Source: an optimization exercise on an open RTL-to-GDS flow (aim: small area and few clock cycles per item). Production flows keep margins and buffers that such runs may drop.
Where RTL was checked, it was by simulation tests only, not by an equivalence proof against the original.
The RTL of runs 2 and 3 was laid out without a check of its function.
Power and IR drop assume default switching activity.

==> flow/design.v, too long to show whole: its modules and the start of the top module <==
// module bbp_tables: 19 lines
// module bbp_mux16: 17 lines
// module bbp_aoi222: 11 lines
// module bbp_mac: 1343 lines
// module bbp_resolve: 111 lines
// module bbp_andw: 8 lines
// module bbp_fa: 10 lines
// module bbp_ha: 9 lines
// module bbp_bpp: 10 lines
// module barrier_basket_payoff: 180 lines
module barrier_basket_payoff #(
  parameter int unsigned MAX_ASSETS = bbp_pkg::MaxAssetsDefault,
  parameter int unsigned MAX_STEPS  = bbp_pkg::MaxStepsDefault
) (
  input  wire                                clk_i,
  input  wire                                rst_ni,
  input  wire                                cfg_we_i,
  input  wire  [bbp_pkg::CfgIdxW-1:0]        cfg_idx_i,
  input  wire  [bbp_pkg::CfgW-1:0]           cfg_data_i,
  input  wire                                s_axis_tvalid,
  output logic                               s_axis_tready,
  input  wire  [bbp_pkg::InDataW-1:0]        s_axis_tdata,
  input  wire                                s_axis_tuser,
  input  wire                                s_axis_tlast,
  output logic                               m_axis_tvalid,
  input  wire                                m_axis_tready,
  output logic [bbp_pkg::PriceW-1:0]         m_axis_tdata,
  output logic                               m_axis_tuser
);
  // ...
==> flow/flow/run.sh <==
#!/bin/bash
# The standard layout (standard.sh) with two changes:
#  - after the standard synthesis, flow/downsize.tcl swaps the combinational
#    cells that synthesis sized up back to their _1 variants (same function
#    and pins); the layout's own repair steps size up what timing needs;
#  - every input and output port is buffered with buf_1 instead of the
#    default clkdlybuf4s50_1 (BUFFER_PORTS_ARGS).
# Each tool's output goes to a log file of its own in this folder.
set -euo pipefail
export BUFFER_PORTS_ARGS="-buffer_cell sky130_fd_sc_hd__buf_1"
R="orfs/results/${FLOW_PLATFORM}/barrier_basket_payoff/base"
bash standard.sh synth > make_synth.log 2>&1
ODB_IN="$R/1_synth.odb" ODB_OUT="$R/1_synth_small.odb" \
  openroad -no_init -exit flow/downsize.tcl > downsize.log 2>&1
mv "$R/1_synth_small.odb" "$R/1_synth.odb"
bash standard.sh > make_finish.log 2>&1
==> flow/flow/downsize.tcl <==
# Swap upsized combinational cells of the synthesized netlist to their _1
# variant (same function and pins); the layout's repair steps size them up
# again where timing needs it.
read_db $::env(ODB_IN)
set db [ord::get_db]
set block [[$db getChip] getBlock]
set n 0
foreach inst [$block getInsts] {
  set m [$inst getMaster]
  set name [$m getName]
  if {[regexp {^sky130_fd_sc_hd__(a22oi|a21oi|o21ai|nand2|nor2|xor2|xnor2|a22o|o22ai|a221oi|a211oi|and2|or2|nand3|nor3|and3|inv|buf|nor4|nand4|o21a|a21o)_([2-9]|1[0-9])$} $name -> base size]} {
    set new [$db findMaster sky130_fd_sc_hd__${base}_1]
    if {$new != "NULL"} {
      $inst swapMaster $new
      incr n
    }
  }
}
puts "downsized $n instances"
write_db $::env(ODB_OUT)
==> flow/standard.sh <==
#!/bin/bash
# synth_recipe.tcl (not shown) runs the flow's synth.tcl, then flattens the netlist and writes it again
# the make line also repeats each setting of config.mk as NAME=value (left out here)
make -C /OpenROAD-flow-scripts/flow DESIGN_CONFIG=/design/flow/config.mk WORK_HOME=/design/flow/orfs CLKGATE_MAP_FILE= SYNTH_SCRIPT=/design/flow/synth_recipe.tcl "${@:-finish}"
==> flow/config.mk <==
export PLATFORM = sky130hd
export DESIGN_NAME = barrier_basket_payoff
export DESIGN_NICKNAME = barrier_basket_payoff
export VERILOG_FILES = /design/flow/design.v
export SDC_FILE = /design/flow/constraint.sdc
export NUM_CORES = 4
export LEC_CHECK = 0
export CAP_MARGIN = 20
export CORE_MARGIN = 2
export CORE_UTILIZATION = 40
export CTS_BUF_LIST = sky130_fd_sc_hd__clkbuf_8
export CTS_CLUSTER_DIAMETER = 70
export CTS_CLUSTER_SIZE = 20
export SLEW_MARGIN = 20
export SYNTH_HIERARCHICAL = 1
export SYNTH_MINIMUM_KEEP_SIZE = 0
==> flow/constraint.sdc <==
create_clock -name core_clock -period 10.0 [get_ports {clk_i}]
set_input_delay 2.0000 -clock core_clock [delete_from_list [all_inputs] [get_ports {clk_i}]]
set_output_delay 2.0000 -clock core_clock [all_outputs]
set_load 0.01 [all_outputs]
==> results.yml, run 1 <==
layout:
  drive_gt1_share_pct: 9.98
  largest_reg_flops: 1280
  final_nets: 4822
  n_all_buffers: 295
  clk_share_pct: 3.08
  num-nonclk-inverters: 147
  regArea_um2: 29800
  antenna_cells: 2
  multi_input_area_share_pct: 38.0
  num-fill-cells: 11900
clock_network:
  cts_hold_buf: 0
  cts-root-buf: "clkbuf_8"
  cts.sinks: 1462
sta:
  fin_crit_sh_pct: 92.6
  fmax_ghz: 0.108
  tightest_slew_ns: 1.06
  final_max_slew_viol_count: 0
  fin_ws_ns: 0.742
route:
  drtIter0Drc: 4532
  vias: 33600
worst_setup_path:
  cp.arrival_ns: 9.97
  crit_fanout: 29
  crit_cells: 24
  r2r.worst_path.cells: 24
  critPathMaxStageDelay_ns: 0.58
  crit_path_start_kind: "flip-flop"
power:
  power_top_consumer: "sequential cells"
  pwr-share-clk_pct: 27.8
  power_density_nw_per_um2: 184
  p_int_uw: 7730
  swShare_pct: 27.4
  pg_comb_uw: 1410
status:
  status: "timing/DRC/antenna clean"
place:
  dp_hpwl_mm: 91.3
  place_inst: 5832
  dpl-instance-area_um2: 56100
global_routing:
  grt_busiest_layer: "met2"
  grt_util_all_layers_pct: 21.5
synth:
  synth.avg_cell_area_um2: 13.6
die:
  core_um2: 129000
  die_x_um: 365
  dieArea_um2: 133000
  tapCellCount: 1742
Testbench counts, summed over its fixed seeds: cycles 15,480, items 320.
==> module bbp_tables, before the edit <==
module bbp_tables #(
  parameter int unsigned N  = 16,
  parameter int unsigned EW = 80,
  parameter int unsigned BW = 64
) (
  input  wire  [N*EW-1:0] ring_i,
  input  wire  [N-1:0]    rsel_i,
  input  wire  [N-1:0]    wsel_i,
  output logic [EW-1:0]   rdata_o
);
  for (genvar b = 0; b < EW; b++) begin : g_bit
    logic [N-1:0] sel, d;
    assign sel = (b < BW) ? rsel_i : wsel_i;
    for (genvar p = 0; p < N; p++) begin : g_pos
      assign d[p] = ring_i[p*EW + b];
    end
    bbp_mux16 u_mux (.d_i(d), .s_i(sel), .y_o(rdata_o[b]));
  end
endmodule
==> module bbp_resolve, before the edit <==
module bbp_resolve (
  input  wire [63:0] sum_i,
  input  wire [5:0]  c_i,
  output wire [63:0] val_o
);
  assign val_o[13:0] = sum_i[13:0];
  assign val_o[14] = sum_i[14] ^ c_i[0];
  wire t14 = sum_i[14] & c_i[0];
  assign val_o[15] = sum_i[15] ^ t14;
  wire a15 = t14 & sum_i[15];
  assign val_o[16] = sum_i[16] ^ a15;
  wire a16 = a15 & sum_i[16];
  assign val_o[17] = sum_i[17] ^ a16;
  wire a17 = a16 & sum_i[17];
  assign val_o[18] = sum_i[18] ^ a17;
  wire a18 = a17 & sum_i[18];
  assign val_o[19] = sum_i[19] ^ a18;
  wire a19 = a18 & sum_i[19];
  assign val_o[20] = sum_i[20] ^ a19;
  wire a20 = a19 & sum_i[20];
  assign val_o[21] = sum_i[21] ^ a20;
  wire a21 = a20 & sum_i[21];
  assign val_o[22] = sum_i[22] ^ a21;
  wire k23;
  bbp_andw #(.N(9)) u_k23 (.a_i({sum_i[22:15], t14}), .y_o(k23));
  assign val_o[23] = sum_i[23] ^ c_i[1] ^ k23;
  wire t23 = (sum_i[23] & c_i[1]) | (sum_i[23] & k23) | (c_i[1] & k23);
  assign val_o[24] = sum_i[24] ^ t23;
  wire a24 = t23 & sum_i[24];
  assign val_o[25] = sum_i[25] ^ a24;
  wire a25 = a24 & sum_i[25];
  assign val_o[26] = sum_i[26] ^ a25;
  wire a26 = a25 & sum_i[26];
  assign val_o[27] = sum_i[27] ^ a26;
  wire a27 = a26 & sum_i[27];
  assign val_o[28] = sum_i[28] ^ a27;
  wire a28 = a27 & sum_i[28];
  assign val_o[29] = sum_i[29] ^ a28;
  wire a29 = a28 & sum_i[29];
  assign val_o[30] = sum_i[30] ^ a29;
  wire k31;
  bbp_andw #(.N(8)) u_k31 (.a_i({sum_i[30:24], t23}), .y_o(k31));
  assign val_o[31] = sum_i[31] ^ c_i[2] ^ k31;
  wire t31 = (sum_i[31] & c_i[2]) | (sum_i[31] & k31) | (c_i[2] & k31);
  assign val_o[32] = sum_i[32] ^ t31;
  wire a32 = t31 & sum_i[32];
  assign val_o[33] = sum_i[33] ^ a32;
  wire a33 = a32 & sum_i[33];
  assign val_o[34] = sum_i[34] ^ a33;
  wire a34 = a33 & sum_i[34];
  assign val_o[35] = sum_i[35] ^ a34;
  wire a35 = a34 & sum_i[35];
  assign val_o[36] = sum_i[36] ^ a35;
  wire a36 = a35 & sum_i[36];
  assign val_o[37] = sum_i[37] ^ a36;
  wire a37 = a36 & sum_i[37];
  assign val_o[38] = sum_i[38] ^ a37;
  wire k39;
  bbp_andw #(.N(8)) u_k39 (.a_i({sum_i[38:32], t31}), .y_o(k39));
  assign val_o[39] = sum_i[39] ^ c_i[3] ^ k39;
  wire t39 = (sum_i[39] & c_i[3]) | (sum_i[39] & k39) | (c_i[3] & k39);
  assign val_o[40] = sum_i[40] ^ t39;
  wire a40 = t39 & sum_i[40];
  assign val_o[41] = sum_i[41] ^ a40;
  wire a41 = a40 & sum_i[41];
  assign val_o[42] = sum_i[42] ^ a41;
  wire a42 = a41 & sum_i[42];
  assign val_o[43] = sum_i[43] ^ a42;
  wire a43 = a42 & sum_i[43];
  assign val_o[44] = sum_i[44] ^ a43;
  wire a44 = a43 & sum_i[44];
  assign val_o[45] = sum_i[45] ^ a44;
  wire a45 = a44 & sum_i[45];
  assign val_o[46] = sum_i[46] ^ a45;
  wire a46 = a45 & sum_i[46];
  assign val_o[47] = sum_i[47] ^ a46;
  wire k48;
  bbp_andw #(.N(9)) u_k48 (.a_i({sum_i[47:40], t39}), .y_o(k48));
  assign val_o[48] = sum_i[48] ^ c_i[4] ^ k48;
  wire t48 = (sum_i[48] & c_i[4]) | (sum_i[48] & k48) | (c_i[4] & k48);
  assign val_o[49] = sum_i[49] ^ t48;
  wire a49 = t48 & sum_i[49];
  assign val_o[50] = sum_i[50] ^ a49;
  wire a50 = a49 & sum_i[50];
  assign val_o[51] = sum_i[51] ^ a50;
  wire a51 = a50 & sum_i[51];
  assign val_o[52] = sum_i[52] ^ a51;
  wire a52 = a51 & sum_i[52];
  assign val_o[53] = sum_i[53] ^ a52;
  wire a53 = a52 & sum_i[53];
  assign val_o[54] = sum_i[54] ^ a53;
  wire a54 = a53 & sum_i[54];
  assign val_o[55] = sum_i[55] ^ a54;
  wire a55 = a54 & sum_i[55];
  assign val_o[56] = sum_i[56] ^ a55;
  wire a56 = a55 & sum_i[56];
  assign val_o[57] = sum_i[57] ^ a56;
  wire a57 = a56 & sum_i[57];
  assign val_o[58] = sum_i[58] ^ a57;
  wire a58 = a57 & sum_i[58];
  assign val_o[59] = sum_i[59] ^ a58;
  wire a59 = a58 & sum_i[59];
  assign val_o[60] = sum_i[60] ^ a59;
  wire a60 = a59 & sum_i[60];
  assign val_o[61] = sum_i[61] ^ a60;
  wire k62;
  bbp_andw #(.N(14)) u_k62 (.a_i({sum_i[61:49], t48}), .y_o(k62));
  assign val_o[62] = sum_i[62] ^ c_i[5] ^ k62;
  wire t62 = (sum_i[62] & c_i[5]) | (sum_i[62] & k62) | (c_i[5] & k62);
  assign val_o[63] = sum_i[63] ^ t62;
endmodule
==> run 2, diff against run 1 <==
--- a/flow/design.v
+++ b/flow/design.v
@@ -34,68 +34,39 @@
   parameter int unsigned EW = 80,
   parameter int unsigned BW = 64
 ) (
   input  wire  [N*EW-1:0] ring_i,
   input  wire  [N-1:0]    rsel_i,
   input  wire  [N-1:0]    wsel_i,
   output logic [EW-1:0]   rdata_o
 );
-  for (genvar b = 0; b < EW; b++) begin : g_bit
-    logic [N-1:0] sel, d;
-    assign sel = (b < BW) ? rsel_i : wsel_i;
-    for (genvar p = 0; p < N; p++) begin : g_pos
-      assign d[p] = ring_i[p*EW + b];
+  always_comb begin
+    rdata_o = '0;
+    for (int p = 0; p < N; p++) begin
+      rdata_o[BW-1:0]  = rdata_o[BW-1:0]  | (ring_i[p*EW +: BW] & {BW{rsel_i[p]}});
+      rdata_o[EW-1:BW] = rdata_o[EW-1:BW] | (ring_i[p*EW+BW +: EW-BW] & {(EW-BW){wsel_i[p]}});
     end
-    bbp_mux16 u_mux (.d_i(d), .s_i(sel), .y_o(rdata_o[b]));
   end
 endmodule
-module bbp_mux16 (
-  input  wire [15:0] d_i,
-  input  wire [15:0] s_i,
-  output wire        y_o
-);
-  wire [5:0] g;
-  for (genvar k = 0; k < 5; k++) begin : g_aoi
-    bbp_aoi222 u_aoi (
-      .a1_i (d_i[3*k]),   .a2_i (s_i[3*k]),
-      .b1_i (d_i[3*k+1]), .b2_i (s_i[3*k+1]),
-      .c1_i (d_i[3*k+2]), .c2_i (s_i[3*k+2]),
-      .y_o  (g[k])
-    );
-  end
-  assign g[5] = ~(d_i[15] & s_i[15]);
-  assign y_o = ~(g[0] & g[1] & g[2]) | ~(g[3] & g[4] & g[5]);
-endmodule
-module bbp_aoi222 (
-  input  wire a1_i,
-  input  wire a2_i,
-  input  wire b1_i,
-  input  wire b2_i,
-  input  wire c1_i,
-  input  wire c2_i,
-  output wire y_o
-);
-  assign y_o = ~((a1_i & a2_i) | (b1_i & b2_i) | (c1_i & c2_i));
-endmodule
 module bbp_mac (
   input  wire [31:0] x_i,        
   input  wire [15:0] w_i,        
   input  wire [63:0] acc_i,      
   input  wire [5:0]  cin_i,      
   input  wire        last_i,     
   input  wire [15:0] strike_i,
   output wire [63:0] sum_o,
   output wire [5:0]  cout_o      
 );
   wire one0 = w_i[0] ^ 1'b0;
   wire two0 = (w_i[1] & ~w_i[0] & ~1'b0) | (~w_i[1] & w_i[0] & 1'b0);
   wire neg0 = w_i[1];
   wire pp0_0;
-  assign pp0_0 = (one0 & x_i[0]) ^ neg0;
+  bbp_bpp u_pp0_0 (.one_i(one0), .two_i(two0), .neg_i(neg0), .x_i(x_i[0]), .xm_i(1'b0), .pp_o(pp0_0));
   wire pp0_1;
   bbp_bpp u_pp0_1 (.one_i(one0), .two_i(two0), .neg_i(neg0), .x_i(x_i[1]), .xm_i(x_i[0]), .pp_o(pp0_1));
   wire pp0_2;
   bbp_bpp u_pp0_2 (.one_i(one0), .two_i(two0), .neg_i(neg0), .x_i(x_i[2]), .xm_i(x_i[1]), .pp_o(pp0_2));
   wire pp0_3;
   bbp_bpp u_pp0_3 (.one_i(one0), .two_i(two0), .neg_i(neg0), .x_i(x_i[3]), .xm_i(x_i[2]), .pp_o(pp0_3));
   wire pp0_4;
   bbp_bpp u_pp0_4 (.one_i(one0), .two_i(two0), .neg_i(neg0), .x_i(x_i[4]), .xm_i(x_i[3]), .pp_o(pp0_4));
@@ -149,22 +120,22 @@
   bbp_bpp u_pp0_28 (.one_i(one0), .two_i(two0), .neg_i(neg0), .x_i(x_i[28]), .xm_i(x_i[27]), .pp_o(pp0_28));
   wire pp0_29;
   bbp_bpp u_pp0_29 (.one_i(one0), .two_i(two0), .neg_i(neg0), .x_i(x_i[29]), .xm_i(x_i[28]), .pp_o(pp0_29));
   wire pp0_30;
   bbp_bpp u_pp0_30 (.one_i(one0), .two_i(two0), .neg_i(neg0), .x_i(x_i[30]), .xm_i(x_i[29]), .pp_o(pp0_30));
   wire pp0_31;
   bbp_bpp u_pp0_31 (.one_i(one0), .two_i(two0), .neg_i(neg0), .x_i(x_i[31]), .xm_i(x_i[30]), .pp_o(pp0_31));
   wire pp0_32;
-  assign pp0_32 = (two0 & x_i[31]) ^ neg0;
+  bbp_bpp u_pp0_32 (.one_i(one0), .two_i(two0), .neg_i(neg0), .x_i(1'b0), .xm_i(x_i[31]), .pp_o(pp0_32));
   wire one1 = w_i[2] ^ w_i[1];
   wire two1 = (w_i[3] & ~w_i[2] & ~w_i[1]) | (~w_i[3] & w_i[2] & w_i[1]);
   wire neg1 = w_i[3];
   wire pp1_0;
-  assign pp1_0 = (one1 & x_i[0]) ^ neg1;
+  bbp_bpp u_pp1_0 (.one_i(one1), .two_i(two1), .neg_i(neg1), .x_i(x_i[0]), .xm_i(1'b0), .pp_o(pp1_0));
   wire pp1_1;
   bbp_bpp u_pp1_1 (.one_i(one1), .two_i(two1), .neg_i(neg1), .x_i(x_i[1]), .xm_i(x_i[0]), .pp_o(pp1_1));
   wire pp1_2;
   bbp_bpp u_pp1_2 (.one_i(one1), .two_i(two1), .neg_i(neg1), .x_i(x_i[2]), .xm_i(x_i[1]), .pp_o(pp1_2));
   wire pp1_3;
   bbp_bpp u_pp1_3 (.one_i(one1), .two_i(two1), .neg_i(neg1), .x_i(x_i[3]), .xm_i(x_i[2]), .pp_o(pp1_3));
   wire pp1_4;
   bbp_bpp u_pp1_4 (.one_i(one1), .two_i(two1), .neg_i(neg1), .x_i(x_i[4]), .xm_i(x_i[3]), .pp_o(pp1_4));
@@ -218,22 +189,22 @@
   bbp_bpp u_pp1_28 (.one_i(one1), .two_i(two1), .neg_i(neg1), .x_i(x_i[28]), .xm_i(x_i[27]), .pp_o(pp1_28));
   wire pp1_29;
   bbp_bpp u_pp1_29 (.one_i(one1), .two_i(two1), .neg_i(neg1), .x_i(x_i[29]), .xm_i(x_i[28]), .pp_o(pp1_29));
   wire pp1_30;
   bbp_bpp u_pp1_30 (.one_i(one1), .two_i(two1), .neg_i(neg1), .x_i(x_i[30]), .xm_i(x_i[29]), .pp_o(pp1_30));
   wire pp1_31;
   bbp_bpp u_pp1_31 (.one_i(one1), .two_i(two1), .neg_i(neg1), .x_i(x_i[31]), .xm_i(x_i[30]), .pp_o(pp1_31));
   wire pp1_32;
-  assign pp1_32 = (two1 & x_i[31]) ^ neg1;
+  bbp_bpp u_pp1_32 (.one_i(one1), .two_i(two1), .neg_i(neg1), .x_i(1'b0), .xm_i(x_i[31]), .pp_o(pp1_32));
   wire one2 = w_i[4] ^ w_i[3];
   wire two2 = (w_i[5] & ~w_i[4] & ~w_i[3]) | (~w_i[5] & w_i[4] & w_i[3]);
   wire neg2 = w_i[5];
   wire pp2_0;
-  assign pp2_0 = (one2 & x_i[0]) ^ neg2;
+  bbp_bpp u_pp2_0 (.one_i(one2), .two_i(two2), .neg_i(neg2), .x_i(x_i[0]), .xm_i(1'b0), .pp_o(pp2_0));
   wire pp2_1;
   bbp_bpp u_pp2_1 (.one_i(one2), .two_i(two2), .neg_i(neg2), .x_i(x_i[1]), .xm_i(x_i[0]), .pp_o(pp2_1));
   wire pp2_2;
   bbp_bpp u_pp2_2 (.one_i(one2), .two_i(two2), .neg_i(neg2), .x_i(x_i[2]), .xm_i(x_i[1]), .pp_o(pp2_2));
   wire pp2_3;
   bbp_bpp u_pp2_3 (.one_i(one2), .two_i(two2), .neg_i(neg2), .x_i(x_i[3]), .xm_i(x_i[2]), .pp_o(pp2_3));
   wire pp2_4;
   bbp_bpp u_pp2_4 (.one_i(one2), .two_i(two2), .neg_i(neg2), .x_i(x_i[4]), .xm_i(x_i[3]), .pp_o(pp2_4));
@@ -287,22 +258,22 @@
   bbp_bpp u_pp2_28 (.one_i(one2), .two_i(two2), .neg_i(neg2), .x_i(x_i[28]), .xm_i(x_i[27]), .pp_o(pp2_28));
   wire pp2_29;
   bbp_bpp u_pp2_29 (.one_i(one2), .two_i(two2), .neg_i(neg2), .x_i(x_i[29]), .xm_i(x_i[28]), .pp_o(pp2_29));
   wire pp2_30;
   bbp_bpp u_pp2_30 (.one_i(one2), .two_i(two2), .neg_i(neg2), .x_i(x_i[30]), .xm_i(x_i[29]), .pp_o(pp2_30));
   wire pp2_31;
   bbp_bpp u_pp2_31 (.one_i(one2), .two_i(two2), .neg_i(neg2), .x_i(x_i[31]), .xm_i(x_i[30]), .pp_o(pp2_31));
   wire pp2_32;
-  assign pp2_32 = (two2 & x_i[31]) ^ neg2;
+  bbp_bpp u_pp2_32 (.one_i(one2), .two_i(two2), .neg_i(neg2), .x_i(1'b0), .xm_i(x_i[31]), .pp_o(pp2_32));
   wire one3 = w_i[6] ^ w_i[5];
   wire two3 = (w_i[7] & ~w_i[6] & ~w_i[5]) | (~w_i[7] & w_i[6] & w_i[5]);
   wire neg3 = w_i[7];
   wire pp3_0;
-  assign pp3_0 = (one3 & x_i[0]) ^ neg3;
+  bbp_bpp u_pp3_0 (.one_i(one3), .two_i(two3), .neg_i(neg3), .x_i(x_i[0]), .xm_i(1'b0), .pp_o(pp3_0));
   wire pp3_1;
   bbp_bpp u_pp3_1 (.one_i(one3), .two_i(two3), .neg_i(neg3), .x_i(x_i[1]), .xm_i(x_i[0]), .pp_o(pp3_1));
   wire pp3_2;
   bbp_bpp u_pp3_2 (.one_i(one3), .two_i(two3), .neg_i(neg3), .x_i(x_i[2]), .xm_i(x_i[1]), .pp_o(pp3_2));
   wire pp3_3;
   bbp_bpp u_pp3_3 (.one_i(one3), .two_i(two3), .neg_i(neg3), .x_i(x_i[3]), .xm_i(x_i[2]), .pp_o(pp3_3));
   wire pp3_4;
   bbp_bpp u_pp3_4 (.one_i(one3), .two_i(two3), .neg_i(neg3), .x_i(x_i[4]), .xm_i(x_i[3]), .pp_o(pp3_4));
@@ -356,22 +327,22 @@
   bbp_bpp u_pp3_28 (.one_i(one3), .two_i(two3), .neg_i(neg3), .x_i(x_i[28]), .xm_i(x_i[27]), .pp_o(pp3_28));
   wire pp3_29;
   bbp_bpp u_pp3_29 (.one_i(one3), .two_i(two3), .neg_i(neg3), .x_i(x_i[29]), .xm_i(x_i[28]), .pp_o(pp3_29));
   wire pp3_30;
   bbp_bpp u_pp3_30 (.one_i(one3), .two_i(two3), .neg_i(neg3), .x_i(x_i[30]), .xm_i(x_i[29]), .pp_o(pp3_30));
   wire pp3_31;
   bbp_bpp u_pp3_31 (.one_i(one3), .two_i(two3), .neg_i(neg3), .x_i(x_i[31]), .xm_i(x_i[30]), .pp_o(pp3_31));
   wire pp3_32;
-  assign pp3_32 = (two3 & x_i[31]) ^ neg3;
+  bbp_bpp u_pp3_32 (.one_i(one3), .two_i(two3), .neg_i(neg3), .x_i(1'b0), .xm_i(x_i[31]), .pp_o(pp3_32));
   wire one4 = w_i[8] ^ w_i[7];
   wire two4 = (w_i[9] & ~w_i[8] & ~w_i[7]) | (~w_i[9] & w_i[8] & w_i[7]);
   wire neg4 = w_i[9];
   wire pp4_0;
-  assign pp4_0 = (one4 & x_i[0]) ^ neg4;
+  bbp_bpp u_pp4_0 (.one_i(one4), .two_i(two4), .neg_i(neg4), .x_i(x_i[0]), .xm_i(1'b0), .pp_o(pp4_0));
   wire pp4_1;
   bbp_bpp u_pp4_1 (.one_i(one4), .two_i(two4), .neg_i(neg4), .x_i(x_i[1]), .xm_i(x_i[0]), .pp_o(pp4_1));
   wire pp4_2;
   bbp_bpp u_pp4_2 (.one_i(one4), .two_i(two4), .neg_i(neg4), .x_i(x_i[2]), .xm_i(x_i[1]), .pp_o(pp4_2));
   wire pp4_3;
   bbp_bpp u_pp4_3 (.one_i(one4), .two_i(two4), .neg_i(neg4), .x_i(x_i[3]), .xm_i(x_i[2]), .pp_o(pp4_3));
   wire pp4_4;
   bbp_bpp u_pp4_4 (.one_i(one4), .two_i(two4), .neg_i(neg4), .x_i(x_i[4]), .xm_i(x_i[3]), .pp_o(pp4_4));
@@ -425,22 +396,22 @@
   bbp_bpp u_pp4_28 (.one_i(one4), .two_i(two4), .neg_i(neg4), .x_i(x_i[28]), .xm_i(x_i[27]), .pp_o(pp4_28));
   wire pp4_29;
   bbp_bpp u_pp4_29 (.one_i(one4), .two_i(two4), .neg_i(neg4), .x_i(x_i[29]), .xm_i(x_i[28]), .pp_o(pp4_29));
   wire pp4_30;
   bbp_bpp u_pp4_30 (.one_i(one4), .two_i(two4), .neg_i(neg4), .x_i(x_i[30]), .xm_i(x_i[29]), .pp_o(pp4_30));
   wire pp4_31;
   bbp_bpp u_pp4_31 (.one_i(one4), .two_i(two4), .neg_i(neg4), .x_i(x_i[31]), .xm_i(x_i[30]), .pp_o(pp4_31));
   wire pp4_32;
-  assign pp4_32 = (two4 & x_i[31]) ^ neg4;
+  bbp_bpp u_pp4_32 (.one_i(one4), .two_i(two4), .neg_i(neg4), .x_i(1'b0), .xm_i(x_i[31]), .pp_o(pp4_32));
   wire one5 = w_i[10] ^ w_i[9];
   wire two5 = (w_i[11] & ~w_i[10] & ~w_i[9]) | (~w_i[11] & w_i[10] & w_i[9]);
   wire neg5 = w_i[11];
   wire pp5_0;
-  assign pp5_0 = (one5 & x_i[0]) ^ neg5;
+  bbp_bpp u_pp5_0 (.one_i(one5), .two_i(two5), .neg_i(neg5), .x_i(x_i[0]), .xm_i(1'b0), .pp_o(pp5_0));
   wire pp5_1;
   bbp_bpp u_pp5_1 (.one_i(one5), .two_i(two5), .neg_i(neg5), .x_i(x_i[1]), .xm_i(x_i[0]), .pp_o(pp5_1));
   wire pp5_2;
   bbp_bpp u_pp5_2 (.one_i(one5), .two_i(two5), .neg_i(neg5), .x_i(x_i[2]), .xm_i(x_i[1]), .pp_o(pp5_2));
   wire pp5_3;
   bbp_bpp u_pp5_3 (.one_i(one5), .two_i(two5), .neg_i(neg5), .x_i(x_i[3]), .xm_i(x_i[2]), .pp_o(pp5_3));
   wire pp5_4;
   bbp_bpp u_pp5_4 (.one_i(one5), .two_i(two5), .neg_i(neg5), .x_i(x_i[4]), .xm_i(x_i[3]), .pp_o(pp5_4));
@@ -494,22 +465,22 @@
   bbp_bpp u_pp5_28 (.one_i(one5), .two_i(two5), .neg_i(neg5), .x_i(x_i[28]), .xm_i(x_i[27]), .pp_o(pp5_28));
   wire pp5_29;
   bbp_bpp u_pp5_29 (.one_i(one5), .two_i(two5), .neg_i(neg5), .x_i(x_i[29]), .xm_i(x_i[28]), .pp_o(pp5_29));
   wire pp5_30;
   bbp_bpp u_pp5_30 (.one_i(one5), .two_i(two5), .neg_i(neg5), .x_i(x_i[30]), .xm_i(x_i[29]), .pp_o(pp5_30));
   wire pp5_31;
   bbp_bpp u_pp5_31 (.one_i(one5), .two_i(two5), .neg_i(neg5), .x_i(x_i[31]), .xm_i(x_i[30]), .pp_o(pp5_31));
   wire pp5_32;
-  assign pp5_32 = (two5 & x_i[31]) ^ neg5;
+  bbp_bpp u_pp5_32 (.one_i(one5), .two_i(two5), .neg_i(neg5), .x_i(1'b0), .xm_i(x_i[31]), .pp_o(pp5_32));
   wire one6 = w_i[12] ^ w_i[11];
   wire two6 = (w_i[13] & ~w_i[12] & ~w_i[11]) | (~w_i[13] & w_i[12] & w_i[11]);
   wire neg6 = w_i[13];
   wire pp6_0;
-  assign pp6_0 = (one6 & x_i[0]) ^ neg6;
+  bbp_bpp u_pp6_0 (.one_i(one6), .two_i(two6), .neg_i(neg6), .x_i(x_i[0]), .xm_i(1'b0), .pp_o(pp6_0));
   wire pp6_1;
   bbp_bpp u_pp6_1 (.one_i(one6), .two_i(two6), .neg_i(neg6), .x_i(x_i[1]), .xm_i(x_i[0]), .pp_o(pp6_1));
   wire pp6_2;
   bbp_bpp u_pp6_2 (.one_i(one6), .two_i(two6), .neg_i(neg6), .x_i(x_i[2]), .xm_i(x_i[1]), .pp_o(pp6_2));
   wire pp6_3;
   bbp_bpp u_pp6_3 (.one_i(one6), .two_i(two6), .neg_i(neg6), .x_i(x_i[3]), .xm_i(x_i[2]), .pp_o(pp6_3));
   wire pp6_4;
   bbp_bpp u_pp6_4 (.one_i(one6), .two_i(two6), .neg_i(neg6), .x_i(x_i[4]), .xm_i(x_i[3]), .pp_o(pp6_4));
@@ -563,22 +534,22 @@
   bbp_bpp u_pp6_28 (.one_i(one6), .two_i(two6), .neg_i(neg6), .x_i(x_i[28]), .xm_i(x_i[27]), .pp_o(pp6_28));
   wire pp6_29;
   bbp_bpp u_pp6_29 (.one_i(one6), .two_i(two6), .neg_i(neg6), .x_i(x_i[29]), .xm_i(x_i[28]), .pp_o(pp6_29));
   wire pp6_30;
   bbp_bpp u_pp6_30 (.one_i(one6), .two_i(two6), .neg_i(neg6), .x_i(x_i[30]), .xm_i(x_i[29]), .pp_o(pp6_30));
   wire pp6_31;
   bbp_bpp u_pp6_31 (.one_i(one6), .two_i(two6), .neg_i(neg6), .x_i(x_i[31]), .xm_i(x_i[30]), .pp_o(pp6_31));
   wire pp6_32;
-  assign pp6_32 = (two6 & x_i[31]) ^ neg6;
+  bbp_bpp u_pp6_32 (.one_i(one6), .two_i(two6), .neg_i(neg6), .x_i(1'b0), .xm_i(x_i[31]), .pp_o(pp6_32));
   wire one7 = w_i[14] ^ w_i[13];
   wire two7 = (w_i[15] & ~w_i[14] & ~w_i[13]) | (~w_i[15] & w_i[14] & w_i[13]);
   wire neg7 = w_i[15];
   wire pp7_0;
-  assign pp7_0 = (one7 & x_i[0]) ^ neg7;
+  bbp_bpp u_pp7_0 (.one_i(one7), .two_i(two7), .neg_i(neg7), .x_i(x_i[0]), .xm_i(1'b0), .pp_o(pp7_0));
   wire pp7_1;
   bbp_bpp u_pp7_1 (.one_i(one7), .two_i(two7), .neg_i(neg7), .x_i(x_i[1]), .xm_i(x_i[0]), .pp_o(pp7_1));
   wire pp7_2;
   bbp_bpp u_pp7_2 (.one_i(one7), .two_i(two7), .neg_i(neg7), .x_i(x_i[2]), .xm_i(x_i[1]), .pp_o(pp7_2));
   wire pp7_3;
   bbp_bpp u_pp7_3 (.one_i(one7), .two_i(two7), .neg_i(neg7), .x_i(x_i[3]), .xm_i(x_i[2]), .pp_o(pp7_3));
   wire pp7_4;
   bbp_bpp u_pp7_4 (.one_i(one7), .two_i(two7), .neg_i(neg7), .x_i(x_i[4]), .xm_i(x_i[3]), .pp_o(pp7_4));
@@ -632,17 +603,17 @@
   bbp_bpp u_pp7_28 (.one_i(one7), .two_i(two7), .neg_i(neg7), .x_i(x_i[28]), .xm_i(x_i[27]), .pp_o(pp7_28));
   wire pp7_29;
   bbp_bpp u_pp7_29 (.one_i(one7), .two_i(two7), .neg_i(neg7), .x_i(x_i[29]), .xm_i(x_i[28]), .pp_o(pp7_29));
   wire pp7_30;
   bbp_bpp u_pp7_30 (.one_i(one7), .two_i(two7), .neg_i(neg7), .x_i(x_i[30]), .xm_i(x_i[29]), .pp_o(pp7_30));
   wire pp7_31;
   bbp_bpp u_pp7_31 (.one_i(one7), .two_i(two7), .neg_i(neg7), .x_i(x_i[31]), .xm_i(x_i[30]), .pp_o(pp7_31));
   wire pp7_32;
-  assign pp7_32 = (two7 & x_i[31]) ^ neg7;
+  bbp_bpp u_pp7_32 (.one_i(one7), .two_i(two7), .neg_i(neg7), .x_i(1'b0), .xm_i(x_i[31]), .pp_o(pp7_32));
   wire [15:0] nstk = {16{last_i}} & ~strike_i;
   wire s1, k2;
   bbp_ha u_k2 (.a_i(acc_i[14]), .b_i(neg7), .s_o(s1), .c_o(k2));
   wire s3, k4;
   bbp_ha u_k4 (.a_i(acc_i[15]), .b_i(pp0_15), .s_o(s3), .c_o(k4));
   wire s5, k6;
   bbp_ha u_k6 (.a_i(acc_i[16]), .b_i(pp0_16), .s_o(s5), .c_o(k6));
   wire s7, k8;
@@ -683,30 +654,27 @@
   bbp_fa u_k42 (.a_i(nstk[3]), .b_i(acc_i[31]), .c_i(pp0_31), .s_o(s41), .c_o(k42));
   wire s43, k44;
   bbp_ha u_k44 (.a_i(pp1_29), .b_i(pp2_27), .s_o(s43), .c_o(k44));
   wire s45, k46;
   bbp_fa u_k46 (.a_i(nstk[4]), .b_i(acc_i[32]), .c_i(pp0_32), .s_o(s45), .c_o(k46));
   wire s47, k48;
   bbp_ha u_k48 (.a_i(pp1_30), .b_i(pp2_28), .s_o(s47), .c_o(k48));
   wire s49, k50;
-  assign s49 = ~(nstk[5] ^ acc_i[33]);
-  assign k50 = nstk[5] | acc_i[33];
+  bbp_fa u_k50 (.a_i(1'b1), .b_i(nstk[5]), .c_i(acc_i[33]), .s_o(s49), .c_o(k50));
   wire s51, k52;
   bbp_fa u_k52 (.a_i(~neg0), .b_i(pp1_31), .c_i(pp2_29), .s_o(s51), .c_o(k52));
   wire s53, k54;
-  assign s53 = ~(nstk[6] ^ acc_i[34]);
-  assign k54 = nstk[6] | acc_i[34];
+  bbp_fa u_k54 (.a_i(1'b1), .b_i(nstk[6]), .c_i(acc_i[34]), .s_o(s53), .c_o(k54));
   wire s55, k56;
   bbp_ha u_k56 (.a_i(pp1_32), .b_i(pp2_30), .s_o(s55), .c_o(k56));
   wire s57, k58;
   bbp_fa u_k58 (.a_i(nstk[7]), .b_i(acc_i[35]), .c_i(~neg1), .s_o(s57), .c_o(k58));
   wire s59, k60;
-  assign s59 = ~nstk[8];
-  assign k60 = nstk[8];
+  bbp_ha u_k60 (.a_i(1'b1), .b_i(nstk[8]), .s_o(s59), .c_o(k60));
   wire s61, k62;
   bbp_ha u_k62 (.a_i(acc_i[8]), .b_i(neg4), .s_o(s61), .c_o(k62));
   wire s63, k64;
   bbp_ha u_k64 (.a_i(acc_i[9]), .b_i(pp0_9), .s_o(s63), .c_o(k64));
   wire s65, k66;
   bbp_fa u_k66 (.a_i(acc_i[10]), .b_i(neg5), .c_i(pp0_10), .s_o(s65), .c_o(k66));
   wire s67, k68;
   bbp_ha u_k68 (.a_i(pp1_8), .b_i(pp2_6), .s_o(s67), .c_o(k68));
@@ -866,36 +834,33 @@
   bbp_fa u_k222 (.a_i(pp5_26), .b_i(pp6_24), .c_i(pp7_22), .s_o(s221), .c_o(k222));
   wire s223, k224;
   bbp_fa u_k224 (.a_i(nstk[9]), .b_i(acc_i[37]), .c_i(k60), .s_o(s223), .c_o(k224));
   wire s225, k226;
   bbp_fa u_k226 (.a_i(~neg2), .b_i(pp3_31), .c_i(pp4_29), .s_o(s225), .c_o(k226));
   wire s227, k228;
   bbp_fa u_k228 (.a_i(pp5_27), .b_i(pp6_25), .c_i(pp7_23), .s_o(s227), .c_o(k228));
   wire s229, k230;
-  assign s229 = ~(nstk[10] ^ acc_i[38]);
-  assign k230 = nstk[10] | acc_i[38];
+  bbp_fa u_k230 (.a_i(1'b1), .b_i(nstk[10]), .c_i(acc_i[38]), .s_o(s229), .c_o(k230));
   wire s231, k232;
   bbp_fa u_k232 (.a_i(pp3_32), .b_i(pp4_30), .c_i(pp5_28), .s_o(s231), .c_o(k232));
   wire s233, k234;
   bbp_ha u_k234 (.a_i(pp6_26), .b_i(pp7_24), .s_o(s233), .c_o(k234));
   wire s235, k236;
   bbp_fa u_k236 (.a_i(nstk[11]), .b_i(acc_i[39]), .c_i(~neg3), .s_o(s235), .c_o(k236));
   wire s237, k238;
   bbp_fa u_k238 (.a_i(pp4_31), .b_i(pp5_29), .c_i(pp6_27), .s_o(s237), .c_o(k238));
   wire s239, k240;
-  assign s239 = ~(nstk[12] ^ acc_i[40]);
-  assign k240 = nstk[12] | acc_i[40];
+  bbp_fa u_k240 (.a_i(1'b1), .b_i(nstk[12]), .c_i(acc_i[40]), .s_o(s239), .c_o(k240));
   wire s241, k242;
   bbp_ha u_k242 (.a_i(pp4_32), .b_i(pp5_30), .s_o(s241), .c_o(k242));
   wire s243, k244;
   bbp_fa u_k244 (.a_i(nstk[13]), .b_i(acc_i[41]), .c_i(~neg4), .s_o(s243), .c_o(k244));
   wire s245, k246;
-  assign s245 = ~nstk[14];
-  assign k246 = nstk[14];
+  bbp_ha u_k246 (.a_i(1'b1), .b_i(nstk[14]), .s_o(s245), .c_o(k246));
   wire s247, k248;
   bbp_ha u_k248 (.a_i(acc_i[4]), .b_i(neg2), .s_o(s247), .c_o(k248));
   wire s249, k250;
   bbp_ha u_k250 (.a_i(acc_i[5]), .b_i(pp0_5), .s_o(s249), .c_o(k250));
   wire s251, k252;
   bbp_fa u_k252 (.a_i(acc_i[6]), .b_i(neg3), .c_i(pp0_6), .s_o(s251), .c_o(k252));
   wire s253, k254;
   bbp_ha u_k254 (.a_i(pp1_4), .b_i(pp2_2), .s_o(s253), .c_o(k254));
@@ -1133,18 +1098,17 @@
   bbp_fa u_k486 (.a_i(s395), .b_i(k392), .c_i(s397), .s_o(s485), .c_o(k486));
   wire s487, k488;
   bbp_fa u_k488 (.a_i(s399), .b_i(k396), .c_i(k398), .s_o(s487), .c_o(k488));
   wire s489, k490;
   bbp_fa u_k490 (.a_i(k400), .b_i(pp7_30), .c_i(k402), .s_o(s489), .c_o(k490));
   wire s491, k492;
   bbp_fa u_k492 (.a_i(acc_i[45]), .b_i(~neg6), .c_i(pp7_31), .s_o(s491), .c_o(k492));
   wire s493, k494;
-  assign s493 = ~acc_i[46];
-  assign k494 = acc_i[46];
+  bbp_ha u_k494 (.a_i(1'b1), .b_i(acc_i[46]), .s_o(s493), .c_o(k494));
   wire s495, k496;
   bbp_ha u_k496 (.a_i(acc_i[0]), .b_i(neg0), .s_o(s495), .c_o(k496));
   wire s497, k498;
   bbp_ha u_k498 (.a_i(acc_i[1]), .b_i(pp0_1), .s_o(s497), .c_o(k498));
   wire s499, k500;
   bbp_fa u_k500 (.a_i(s405), .b_i(pp0_2), .c_i(pp1_0), .s_o(s499), .c_o(k500));
   wire s501, k502;
   bbp_fa u_k502 (.a_i(k406), .b_i(pp1_1), .c_i(s407), .s_o(s501), .c_o(k502));
@@ -1232,63 +1196,47 @@
   bbp_fa u_k584 (.a_i(s403), .b_i(k488), .c_i(s489), .s_o(s583), .c_o(k584));
   wire s585, k586;
   bbp_fa u_k586 (.a_i(k404), .b_i(s491), .c_i(k490), .s_o(s585), .c_o(k586));
   wire s587, k588;
   bbp_fa u_k588 (.a_i(s493), .b_i(pp7_32), .c_i(k492), .s_o(s587), .c_o(k588));
   wire s589, k590;
   bbp_fa u_k590 (.a_i(acc_i[47]), .b_i(k494), .c_i(~neg7), .s_o(s589), .c_o(k590));
   wire s591, k592;
-  assign s591 = ~acc_i[48];
-  assign k592 = acc_i[48];
+  bbp_ha u_k592 (.a_i(1'b1), .b_i(acc_i[48]), .s_o(s591), .c_o(k592));
   wire s593, k594;
-  assign s593 = ~acc_i[49];
-  assign k594 = acc_i[49];
+  bbp_ha u_k594 (.a_i(1'b1), .b_i(acc_i[49]), .s_o(s593), .c_o(k594));
   wire s595, k596;
-  assign s595 = ~acc_i[50];
-  assign k596 = acc_i[50];
+  bbp_ha u_k596 (.a_i(1'b1), .b_i(acc_i[50]), .s_o(s595), .c_o(k596));
   wire s597, k598;
-  assign s597 = ~acc_i[51];
-  assign k598 = acc_i[51];
+  bbp_ha u_k598 (.a_i(1'b1), .b_i(acc_i[51]), .s_o(s597), .c_o(k598));
   wire s599, k600;
-  assign s599 = ~acc_i[52];
-  assign k600 = acc_i[52];
+  bbp_ha u_k600 (.a_i(1'b1), .b_i(acc_i[52]), .s_o(s599), .c_o(k600));
   wire s601, k602;
-  assign s601 = ~acc_i[53];
-  assign k602 = acc_i[53];
+  bbp_ha u_k602 (.a_i(1'b1), .b_i(acc_i[53]), .s_o(s601), .c_o(k602));
   wire s603, k604;
-  assign s603 = ~acc_i[54];
-  assign k604 = acc_i[54];
+  bbp_ha u_k604 (.a_i(1'b1), .b_i(acc_i[54]), .s_o(s603), .c_o(k604));
   wire s605, k606;
-  assign s605 = ~acc_i[55];
-  assign k606 = acc_i[55];
+  bbp_ha u_k606 (.a_i(1'b1), .b_i(acc_i[55]), .s_o(s605), .c_o(k606));
   wire s607, k608;
-  assign s607 = ~acc_i[56];
-  assign k608 = acc_i[56];
+  bbp_ha u_k608 (.a_i(1'b1), .b_i(acc_i[56]), .s_o(s607), .c_o(k608));
   wire s609, k610;
-  assign s609 = ~acc_i[57];
-  assign k610 = acc_i[57];
+  bbp_ha u_k610 (.a_i(1'b1), .b_i(acc_i[57]), .s_o(s609), .c_o(k610));
   wire s611, k612;
-  assign s611 = ~acc_i[58];
-  assign k612 = acc_i[58];
+  bbp_ha u_k612 (.a_i(1'b1), .b_i(acc_i[58]), .s_o(s611), .c_o(k612));
   wire s613, k614;
-  assign s613 = ~acc_i[59];
-  assign k614 = acc_i[59];
+  bbp_ha u_k614 (.a_i(1'b1), .b_i(acc_i[59]), .s_o(s613), .c_o(k614));
   wire s615, k616;
-  assign s615 = ~acc_i[60];
-  assign k616 = acc_i[60];
+  bbp_ha u_k616 (.a_i(1'b1), .b_i(acc_i[60]), .s_o(s615), .c_o(k616));
   wire s617, k618;
-  assign s617 = ~acc_i[61];
-  assign k618 = acc_i[61];
+  bbp_ha u_k618 (.a_i(1'b1), .b_i(acc_i[61]), .s_o(s617), .c_o(k618));
   wire s619, k620;
-  assign s619 = ~acc_i[62];
-  assign k620 = acc_i[62];
+  bbp_ha u_k620 (.a_i(1'b1), .b_i(acc_i[62]), .s_o(s619), .c_o(k620));
   wire s621, k622;
-  assign s621 = ~acc_i[63];
-  assign k622 = acc_i[63];
+  bbp_ha u_k622 (.a_i(1'b1), .b_i(acc_i[63]), .s_o(s621), .c_o(k622));
   wire r623;
   bbp_ha u_r623 (.a_i(s495), .b_i(pp0_0), .s_o(sum_o[0]), .c_o(r623));
   wire r624;
   bbp_fa u_r624 (.a_i(k496), .b_i(s497), .c_i(r623), .s_o(sum_o[1]), .c_o(r624));
   wire r625;
   bbp_fa u_r625 (.a_i(k498), .b_i(s499), .c_i(r624), .s_o(sum_o[2]), .c_o(r625));
   wire r626;
   bbp_fa u_r626 (.a_i(k500), .b_i(s501), .c_i(r625), .s_o(sum_o[3]), .c_o(r626));
@@ -1419,129 +1367,19 @@
   wire r686;
   bbp_fa u_r686 (.a_i(k620), .b_i(s621), .c_i(r685), .s_o(sum_o[63]), .c_o(r686));
 endmodule
 module bbp_resolve (
   input  wire [63:0] sum_i,
   input  wire [5:0]  c_i,
   output wire [63:0] val_o
 );
-  assign val_o[13:0] = sum_i[13:0];
-  assign val_o[14] = sum_i[14] ^ c_i[0];
-  wire t14 = sum_i[14] & c_i[0];
-  assign val_o[15] = sum_i[15] ^ t14;
-  wire a15 = t14 & sum_i[15];
-  assign val_o[16] = sum_i[16] ^ a15;
-  wire a16 = a15 & sum_i[16];
-  assign val_o[17] = sum_i[17] ^ a16;
-  wire a17 = a16 & sum_i[17];
-  assign val_o[18] = sum_i[18] ^ a17;
-  wire a18 = a17 & sum_i[18];
-  assign val_o[19] = sum_i[19] ^ a18;
-  wire a19 = a18 & sum_i[19];
-  assign val_o[20] = sum_i[20] ^ a19;
-  wire a20 = a19 & sum_i[20];
-  assign val_o[21] = sum_i[21] ^ a20;
-  wire a21 = a20 & sum_i[21];
-  assign val_o[22] = sum_i[22] ^ a21;
-  wire k23;
-  bbp_andw #(.N(9)) u_k23 (.a_i({sum_i[22:15], t14}), .y_o(k23));
-  assign val_o[23] = sum_i[23] ^ c_i[1] ^ k23;
-  wire t23 = (sum_i[23] & c_i[1]) | (sum_i[23] & k23) | (c_i[1] & k23);
-  assign val_o[24] = sum_i[24] ^ t23;
-  wire a24 = t23 & sum_i[24];
-  assign val_o[25] = sum_i[25] ^ a24;
-  wire a25 = a24 & sum_i[25];
-  assign val_o[26] = sum_i[26] ^ a25;
-  wire a26 = a25 & sum_i[26];
-  assign val_o[27] = sum_i[27] ^ a26;
-  wire a27 = a26 & sum_i[27];
-  assign val_o[28] = sum_i[28] ^ a27;
-  wire a28 = a27 & sum_i[28];
-  assign val_o[29] = sum_i[29] ^ a28;
-  wire a29 = a28 & sum_i[29];
-  assign val_o[30] = sum_i[30] ^ a29;
-  wire k31;
-  bbp_andw #(.N(8)) u_k31 (.a_i({sum_i[30:24], t23}), .y_o(k31));
-  assign val_o[31] = sum_i[31] ^ c_i[2] ^ k31;
-  wire t31 = (sum_i[31] & c_i[2]) | (sum_i[31] & k31) | (c_i[2] & k31);
-  assign val_o[32] = sum_i[32] ^ t31;
-  wire a32 = t31 & sum_i[32];
-  assign val_o[33] = sum_i[33] ^ a32;
-  wire a33 = a32 & sum_i[33];
-  assign val_o[34] = sum_i[34] ^ a33;
-  wire a34 = a33 & sum_i[34];
-  assign val_o[35] = sum_i[35] ^ a34;
-  wire a35 = a34 & sum_i[35];
-  assign val_o[36] = sum_i[36] ^ a35;
-  wire a36 = a35 & sum_i[36];
-  assign val_o[37] = sum_i[37] ^ a36;
-  wire a37 = a36 & sum_i[37];
-  assign val_o[38] = sum_i[38] ^ a37;
-  wire k39;
-  bbp_andw #(.N(8)) u_k39 (.a_i({sum_i[38:32], t31}), .y_o(k39));
-  assign val_o[39] = sum_i[39] ^ c_i[3] ^ k39;
-  wire t39 = (sum_i[39] & c_i[3]) | (sum_i[39] & k39) | (c_i[3] & k39);
-  assign val_o[40] = sum_i[40] ^ t39;
-  wire a40 = t39 & sum_i[40];
-  assign val_o[41] = sum_i[41] ^ a40;
-  wire a41 = a40 & sum_i[41];
-  assign val_o[42] = sum_i[42] ^ a41;
-  wire a42 = a41 & sum_i[42];
-  assign val_o[43] = sum_i[43] ^ a42;
-  wire a43 = a42 & sum_i[43];
-  assign val_o[44] = sum_i[44] ^ a43;
-  wire a44 = a43 & sum_i[44];
-  assign val_o[45] = sum_i[45] ^ a44;
-  wire a45 = a44 & sum_i[45];
-  assign val_o[46] = sum_i[46] ^ a45;
-  wire a46 = a45 & sum_i[46];
-  assign val_o[47] = sum_i[47] ^ a46;
-  wire k48;
-  bbp_andw #(.N(9)) u_k48 (.a_i({sum_i[47:40], t39}), .y_o(k48));
-  assign val_o[48] = sum_i[48] ^ c_i[4] ^ k48;
-  wire t48 = (sum_i[48] & c_i[4]) | (sum_i[48] & k48) | (c_i[4] & k48);
-  assign val_o[49] = sum_i[49] ^ t48;
-  wire a49 = t48 & sum_i[49];
-  assign val_o[50] = sum_i[50] ^ a49;
-  wire a50 = a49 & sum_i[50];
-  assign val_o[51] = sum_i[51] ^ a50;
-  wire a51 = a50 & sum_i[51];
-  assign val_o[52] = sum_i[52] ^ a51;
-  wire a52 = a51 & sum_i[52];
-  assign val_o[53] = sum_i[53] ^ a52;
-  wire a53 = a52 & sum_i[53];
-  assign val_o[54] = sum_i[54] ^ a53;
-  wire a54 = a53 & sum_i[54];
-  assign val_o[55] = sum_i[55] ^ a54;
-  wire a55 = a54 & sum_i[55];
-  assign val_o[56] = sum_i[56] ^ a55;
-  wire a56 = a55 & sum_i[56];
-  assign val_o[57] = sum_i[57] ^ a56;
-  wire a57 = a56 & sum_i[57];
-  assign val_o[58] = sum_i[58] ^ a57;
-  wire a58 = a57 & sum_i[58];
-  assign val_o[59] = sum_i[59] ^ a58;
-  wire a59 = a58 & sum_i[59];
-  assign val_o[60] = sum_i[60] ^ a59;
-  wire a60 = a59 & sum_i[60];
-  assign val_o[61] = sum_i[61] ^ a60;
-  wire k62;
-  bbp_andw #(.N(14)) u_k62 (.a_i({sum_i[61:49], t48}), .y_o(k62));
-  assign val_o[62] = sum_i[62] ^ c_i[5] ^ k62;
-  wire t62 = (sum_i[62] & c_i[5]) | (sum_i[62] & k62) | (c_i[5] & k62);
-  assign val_o[63] = sum_i[63] ^ t62;
-endmodule
-module bbp_andw #(
-  parameter int N = 2
-) (
-  input  wire [N-1:0] a_i,
-  output wire         y_o
-);
-  assign y_o = &a_i;
+  wire [63:0] cv;
+  assign cv = {({63'd0, c_i[0]} << 14) | ({63'd0, c_i[1]} << 23) | ({63'd0, c_i[2]} << 31) | ({63'd0, c_i[3]} << 39) | ({63'd0, c_i[4]} << 48) | ({63'd0, c_i[5]} << 62)};
+  assign val_o = sum_i + cv;
 endmodule
 module bbp_fa (
   input  wire a_i,
   input  wire b_i,
   input  wire c_i,
   output wire s_o,
   output wire c_o
 );
==> flow/run.sh (new file) <==
#!/bin/bash
# synth_recipe.tcl (not shown) runs the flow's synth.tcl, then flattens the netlist and writes it again
# the make line also repeats each setting of config.mk as NAME=value (left out here)
make -C /OpenROAD-flow-scripts/flow DESIGN_CONFIG=/design/flow/config.mk WORK_HOME=/design/flow/orfs CLKGATE_MAP_FILE= SYNTH_SCRIPT=/design/flow/synth_recipe.tcl finish
==> flow/config.mk (replaced) <==
export PLATFORM = sky130hd
export DESIGN_NAME = barrier_basket_payoff
export DESIGN_NICKNAME = barrier_basket_payoff
export VERILOG_FILES = /design/flow/design.v
export SDC_FILE = /design/flow/constraint.sdc
export NUM_CORES = 4
export LEC_CHECK = 0
export CAP_MARGIN = 20
export CORE_MARGIN = 2
export CORE_UTILIZATION = 40
export SLEW_MARGIN = 20
export SYNTH_HIERARCHICAL = 1
export SYNTH_MINIMUM_KEEP_SIZE = 0
removed: flow/flow/run.sh
removed: flow/flow/downsize.tcl
removed: flow/standard.sh
==> results.yml, run 2 <==
clock_network:
  htreeDepth: 4
  cts_buffer_depth: 3
  cts.sinks: 1462
  cts_resized: 0
  clk_latency_ns: 0.79
  cts-root-buf: "clkbuf_16"
  cts_tree: "built"
  cts.clk_slew.worst_paths_ns: 0.07
  cts_setup_buffers: 0
  cts_hold_buf: 0
  cts_made_buffers: 146
worst_setup_path:
  crit_path_start_kind: "flip-flop"
  worst-path-buf-inv: 2
  worst-setup-path-type: "flip-flop to flip-flop"
  crit_cells: 23
  r2r-end: "sum_q[30]$_DFF_P_"
  slowest_stage: "nor2_1"
  crit_start: "s1_acc_q$_DFF_PN0_"
  required_ns: 10.70
  worstReg2RegStart: "s1_acc_q$_DFF_PN0_"
  critPathMaxStageDelay_ns: 0.87
  endpoint_kind: "flip-flop"
  path_common_cell: "fa_2"
  crit_path_end: "sum_q[30]$_DFF_P_"
  r2r.worst_path.cells: 23
  cp.arrival_ns: 10.13
  path_delay_family: "adder cells"
  crit_fanout: 18
  r2r_slack_ns: 0.57
  crit_chain: "nand3_2, nor2_1, buf_4, a22o_1, a221oi_1, nand4_1, nand2b_1, o21ai_4, buf_4, a22oi_2, xnor2_1, fa_1, fa_1, fa_1, fa_1, fa_2, fa_2, fa_2, fa_2, fa_2, fa_2, fa_2, fa_2"
die:
  core.rowCount: 137
  core_um2: 139000
  die_x_um: 378
  chipHeight_um: 378
  initial_utilization_pct: 40.2
  io_pins: 188
  dieArea_um2: 143000
global_routing:
  grt_pass1_vias: 37000
  grt.overflow.total: 0
  grt_max_degree: 54
  grt_pass1_wl_mm: 234
  grt_util_all_layers_pct: 21.7
  antenna_found_initial: 5
synth:
  syn_inst: 4125
  yosysWarnings: 8
  synth_cell_types: 73
  synth_edf_count: 33
  syn_area_um2: 56000
  synth_common_cells: "1387 x dfxtp_1, 320 x a22o_1, 320 x fa_1"
  yosysTopAreaCell: "dfxtp_1"
  synth_top_cell_area_share_pct: 49.5
  ys_ff_latch: 1462
  yosysSeqAreaShare_pct: 53.2
  async_flop_share_pct: 2.87
  synth.avg_cell_area_um2: 13.6
  synth_most_common_cell: "dfxtp_1"
  synth_top_flop_cell: "dfxtp_1"
  ys_top_cells_by_area: "dfxtp_1 50%, fa_1 11%, a22oi_2 5.9%"
layout:
  layout_commonest_cell: "dfxtp_1"
  final_cell_mix: "1383 x dfxtp_1, 320 x a22o_1, 312 x a221oi_1"
  stdcell_area_um2: 65700
  drive_gt1_share_pct: 18.8
  top_register: "ring_q"
  final_nets: 5062
  post-route-util_pct: 47.1
  largest_reg_flops: 1280
  num-fill-cells: 12400
  top_regs: "ring_q (1280), sum_q (64)"
  area_growth_syn_to_layout_pct: 17.1
power:
  p_sw_uw: 3340
  seq_power_share_pct: 47.5
  power_frac_comb_pct: 10.9
  p_int_uw: 9940
  pwr-share-clk_pct: 41.7
  p_leak_uw: 0.0253
  power_density_nw_per_um2: 202
  swShare_pct: 25.1
  ir_drop_v: 0.000146
job:
  cap_violations: 0
place:
  dp_hpwl_mm: 99.5
  gp_congestion: 0.849
  dpl-instance-area_um2: 60700
  io_buffers: 185
route:
  wl_per_cell_um: 24.1
  routed_wl_mm: 155
  drtIter0Drc: 2364
  drc_errors: 0
  vias: 34800
  ant_nets: 0
  drt_pass1_iterations: 7
  via_per_inst: 5.41
sta:
  tightest_slew_ns: 1.13
  final_max_slew_viol_count: 0
  fin_crit_sh_pct: 94.3
  clock-skew-final_ns: 0.0541
  setup_viol: 0
  fmax_ghz: 0.106
  hold_viol_final: 0
  grt_setup_unrepaired: "no"
  slew_headroom_pct: 24.3
  fin_crit_ns: 9.43
worst_hold_path:
  hp-class: "flip-flop to flip-flop"
  holdPathStages: 0
status:
  status: "timing/DRC/antenna clean"
[run 2: cell types whose count changed in the layout (fill, tap and decap cells not counted), sizes merged, moves of 24 or more]
cell and change:
clkbuf +107, inv -65, and3 -73, nand2 -71, clkdlybuf4s50 +184, buf -146
xnor2 +38, a22o +320, a221oi +319, conb +39, a222oi -401, clkinv +24
[run 2: how the worst min path moves through the flow]
stage | start | end | slack, ns
after global placement | ring_q[367]$_DFF_P_ | ring_q[447]$_DFF_P_ | 0.33
after floorplan | ring_q[160]$_DFF_P_ | ring_q[240]$_DFF_P_ | 0.33
final | ring_q[563]$_DFF_P_ | ring_q[643]$_DFF_P_ | 0.31
after CTS | ring_q[563]$_DFF_P_ | ring_q[643]$_DFF_P_ | 0.31
after detailed placement | ring_q[264]$_DFF_P_ | ring_q[344]$_DFF_P_ | 0.34
after global routing | ring_q[563]$_DFF_P_ | ring_q[643]$_DFF_P_ | 0.32
[run 2: routing by layer]
metal,global-route usage (%),share of wire [%],vias to the layer above
met4,6.57,2.4,0
met3,3.49,4.9,206
met2,36.1,48,878
li1,-,-,15900
met1,29.0,45,17900
met5,0,0,-
[run 2: area by class of cell]
cell class,instances,area (µm²),share of cell area [%]
Clock buffer,205,4240,6.46
Clock inverter,53,676,1.03
Multi-Input combinational cell,2405,25200,38.4
Tap cell,1876,2350,3.57
Antenna cell,1,2.50,0.00381
Timing Repair Buffer,333,3030,4.61
Inverter,97,364,0.555
Sequential cell,1462,29800,45.4
[run 2: modules after synthesis (local to each module, per instance), excerpt]
module                 times used  flops+latches  cell area, µm²  cells
barrier_basket_payoff           1           1462           34600   2120
bbp_resolve                     1              0            1250    175
bbp_mac                         1              0             354     63
bbp_bpp                       264              0            21.3      2
bbp_fa                        319              0            20.0      1
bbp_ha                         56              0            12.5      1
[run 2: logic make-up (layout without fill, tap and decap cells)]
group / after synthesis / in the layout / synth area share (%)
simple gates: 424 / 424 / 4.28
flops: 1462 / 1462 / 53.2
xor+xnor: 330 / 330 / 5.18
buf+inv: 295 / 688 / 3.09
compound gates: 1049 / 1049 / 17.6
other cells: 2 / 40 / 0.0134
fa+ha+maj: 464 / 464 / 14.6
mux: 99 / 99 / 1.99
[run 2: per-stage QoR]
| stage | worst slack [ns] | std cells | power [µW] | hold WS [ns] | setup TNS [ns] |
|---|---|---|---|---|---|
| after floorplan | -2.23 | 4162 | 7380 | 0.331 | -37.43 |
| after global placement | 0.586 | 6172 | 7850 | 0.332 | 0 |
| after detailed placement | 0.502 | 6172 | 7890 | 0.336 | 0 |
| after CTS | 0.464 | 6430 | 13400 | 0.311 | 0 |
| after global routing | 0.241 | 6432 | 13800 | 0.318 | 0 |
| final | 0.569 | 6432 | 13300 | 0.312 | 0 |
[run 2: power groups by stage]
stage               sequential, µW  clock, µW  combinational [µW]
finish                        6300       5530                1450
global route                  6330       5870                1640
CTS                           6300       5630                1480
detailed placement            6430          0                1460
global placement              6420          0                1420
floorplan                     6380          0                 996
==> run 3, diff against run 2 <==
--- a/flow/config.mk
+++ b/flow/config.mk
@@ -9,4 +9,5 @@
 export CORE_MARGIN = 2
 export CORE_UTILIZATION = 40
+export CTS_BUF_LIST = sky130_fd_sc_hd__clkbuf_4 sky130_fd_sc_hd__clkbuf_8
 export SLEW_MARGIN = 20
 export SYNTH_HIERARCHICAL = 1
==> results.yml, run 3 <==
sta:
  hold_viol_final: 0
  final_max_slew_viol_count: 0
  fin_crit_ns: 9.40
  tightest_slew_ns: 1.12
  grt_setup_unrepaired: "no"
  setup_viol: 0
  holdWs_ns: 0.325
  slew_headroom_pct: 24.8
  fmax_ghz: 0.106
  fin_crit_sh_pct: 94.0
  clock-skew-final_ns: 0.0540
  tns_ns: 0
synth:
  yosysSeqAreaShare_pct: 53.2
  synth_top_cell_area_share_pct: 49.5
  yosysTopAreaCell: "dfxtp_1"
  synth_fa_ha_area_share_pct: 14.6
  synth_edf_count: 33
  synth_common_cells: "1387 x dfxtp_1, 320 x a22o_1, 320 x fa_1"
  synth.avg_cell_area_um2: 13.6
  synthSimpleGateAreaFrac_pct: 4.28
  synth_compound_area_share_pct: 17.6
  yosys.area_share.xor_xnor_pct: 5.18
  synth_top_flop_cell: "dfxtp_1"
  syn_inst: 4125
  synth_mux_area_share_pct: 1.99
  ys_top_cells_by_area: "dfxtp_1 50%, fa_1 11%, a22oi_2 5.9%"
  yosysWarnings: 8
  synth_most_common_cell: "dfxtp_1"
  synth_cell_types: 73
  async_flop_share_pct: 2.87
  syn_area_um2: 56000
  ys_ff_latch: 1462
  synth_top_family_by_area: "compound AO/OA/AOI/OAI gates"
route:
  drtIter0Drc: 2176
  wl_met3_mm: 8.44
  routed_wl_mm: 156
  top_layer: "met4"
  met2_length_mm: 73.5
  drt-met1-wl_mm: 69.7
  vias: 35300
  via_per_inst: 5.38
  drc_errors: 0
  drt_pass1_iterations: 7
  ant_nets: 0
  wl_per_cell_um: 23.7
layout:
  top_register: "ring_q"
  top_regs: "ring_q (1280), sum_q (64)"
  drive_gt1_share_pct: 21.7
  post-route-util_pct: 47.0
  num-fill-cells: 12400
  final_cell_mix: "1383 x dfxtp_1, 320 x a22o_1, 312 x a221oi_1"
  finalNonFillerCells: 6566
  final_nets: 5136
  largest_reg_flops: 1280
  layout_commonest_cell: "dfxtp_1"
  area_growth_syn_to_layout_pct: 16.9
clock_network:
  cts_buffer_depth: 3
  clk_latency_ns: 0.94
  cts-root-buf: "clkbuf_8"
  htreeDepth: 4
  cts_hold_buf: 0
  cts.sinks: 1462
  cts_made_buffers: 220
  cts_tree: "built"
  cts_resized: 0
  cts.clk_slew.worst_paths_ns: 0.07
  cts_setup_buffers: 0
worst_hold_path:
  hp-class: "flip-flop to flip-flop"
worst_setup_path:
  endpoint_kind: "flip-flop"
  crit_path_start_kind: "flip-flop"
  worst-setup-path-type: "flip-flop to flip-flop"
  required_ns: 10.85
  cp.arrival_ns: 10.25
  crit_fanout: 18
global_routing:
  grt_pass1_wl_mm: 235
  grt_util_all_layers_pct: 21.8
  grt_max_degree: 54
  grt.overflow.total: 0
  grt_pass1_vias: 37700
  antenna_found_initial: 5
place:
  place_inst: 6172
  gp_congestion: 0.849
  io_buffers: 185
  dp_hpwl_mm: 99.5
die:
  dieArea_um2: 143000
  core_um2: 139000
  chipHeight_um: 378
  die_x_um: 378
  initial_utilization_pct: 40.2
  io_pins: 188
  core.rowCount: 137
power:
  ir_drop_v: 0.000140
  p_leak_uw: 0.0255
  power_density_nw_per_um2: 198
job:
  cap_violations: 0
status:
  status: "timing/DRC/antenna clean"
run 3: Yosys stat by module, one instance, submodules excluded, excerpt:
module	cell area, µm²	flip-flops and latches	cells inside	copies in the design
barrier_basket_payoff	34600	1462	2120	1
bbp_resolve	1250	0	175	1
bbp_mac	354	0	63	1
bbp_bpp	21.3	0	2	264
bbp_fa	20.0	0	1	319
bbp_ha	12.5	0	1	56
run 3: critical path: stages, from the launching register on:
cell,delay [ns]
dfrtp_1,0.57
nand3_2,0.17
nor2_1,0.87
buf_4,0.34
a22o_1,0.15
a221oi_1,0.05
nand4_1,0.43
nand2b_1,0.18
o21ai_4,0.79
buf_4,0.36
a22oi_2,0.08
xnor2_1,0.17
fa_1,0.45
fa_1,0.46
fa_1,0.51
fa_1,0.52
fa_2,0.42
fa_2,0.38
fa_2,0.38
fa_2,0.38
fa_2,0.38
fa_2,0.38
fa_2,0.37
fa_2,0.52
run 3: area by class of cell:
type / instances / area, µm² / share of cell area, %
multi-input cells: 2405 / 25200 / 38.4
well taps: 1876 / 2350 / 3.58
repair buffers: 333 / 3030 / 4.62
diodes: 1 / 2.50 / 0.00382
clock inverters: 37 / 422 / 0.643
flip-flops and latches: 1462 / 29800 / 45.5
clock buffers: 355 / 4370 / 6.67
inverters: 97 / 364 / 0.556
run 3: cell families (layout without fill, tap and decap cells):
kind of cell,Yosys count,count (layout)
adders and majority gates,464,464
AOI/OAI and AO/OA,1049,1049
xor gates and xnor gates,330,330
muxes,99,99
DFF,1462,1462
and+or+nand+nor,424,424
other,2,40
buffers and inverters,295,822
run 3: power breakdown:
group | internal (µW) | total (µW) | switching [µW]
registers | 6110 | 6300 | 198
logic | 644 | 1450 | 801
clock network | 2920 | 5220 | 2290
total | 9670 | 13000 | 3290
run 3: metal layers:
layer  vias to the layer above  track usage, %
met5                         -               0
met4                         0            7.67
met3                       236            3.77
met2                      1054            35.8
met1                     18000            29.0
li1                      16100               -
run 3: stage by stage:
step	total power [µW]	instance area, µm²	worst slack (ns)
4_1_cts	13100	65500	0.474
3_3_place_gp	7850	60700	0.586
3_5_place_dp	7890	60700	0.502
2_1_floorplan	7380	56400	-2.23
6_report	13000	65500	0.596
5_1_grt	13600	65500	0.275
run 3: final timing paths:
kind / startpoint / endpoint / slack, ns / depth (start not counted)
setup / recovery: s1_acc_q$_DFF_PN0_ / sum_q[38]$_DFF_P_ / 0.60 / 23
hold / removal: ring_q[377]$_DFF_P_ / ring_q[457]$_DFF_P_ / 0.33 / 0
setup reg to reg: s1_acc_q$_DFF_PN0_ / sum_q[38]$_DFF_P_ / 0.60 / 23
hold reg to reg: ring_q[377]$_DFF_P_ / ring_q[457]$_DFF_P_ / 0.33 / 0
max in group asynchronous: rst_ni / pos_q[2]$_DFF_PN0_ / 8.14 / 1
min in group asynchronous: rst_ni / strike_q[13]$_DFFE_PN0P_ / 1.24 / 1

==> afterwards: timing with drivers on the ports <==
How much do the figures lean on ideal ports? The routed layouts below were timed once more, with nothing changed but the port constraints. Step 1 assumes that a clkbuf_16 drives the clock port and a buf_2 every other input. Step 2 moves the port delays by t, midway between the first and last clock arrival at a register: inputs arrive t later, outputs are due t later. That takes back most of the time a late clock gives input paths. Slacks: no drivers / after step 1 / after step 2; pairs: no drivers / after step 1.
run | t, ns | slack for setup (ns) | worst setup path at the end | worst data-port slew with drivers (ns)
run 1 | 0.916 | 0.742 / 0.742 / 0.742 | register to register | 0.14
run 2 | 0.841 | 0.569 / 0.569 / 0.569 | register to register | 0.06
run 3 | 0.986 | 0.596 / 0.596 / 0.596 | register to register | 0.06
After both steps setup and hold are still met in every run listed.
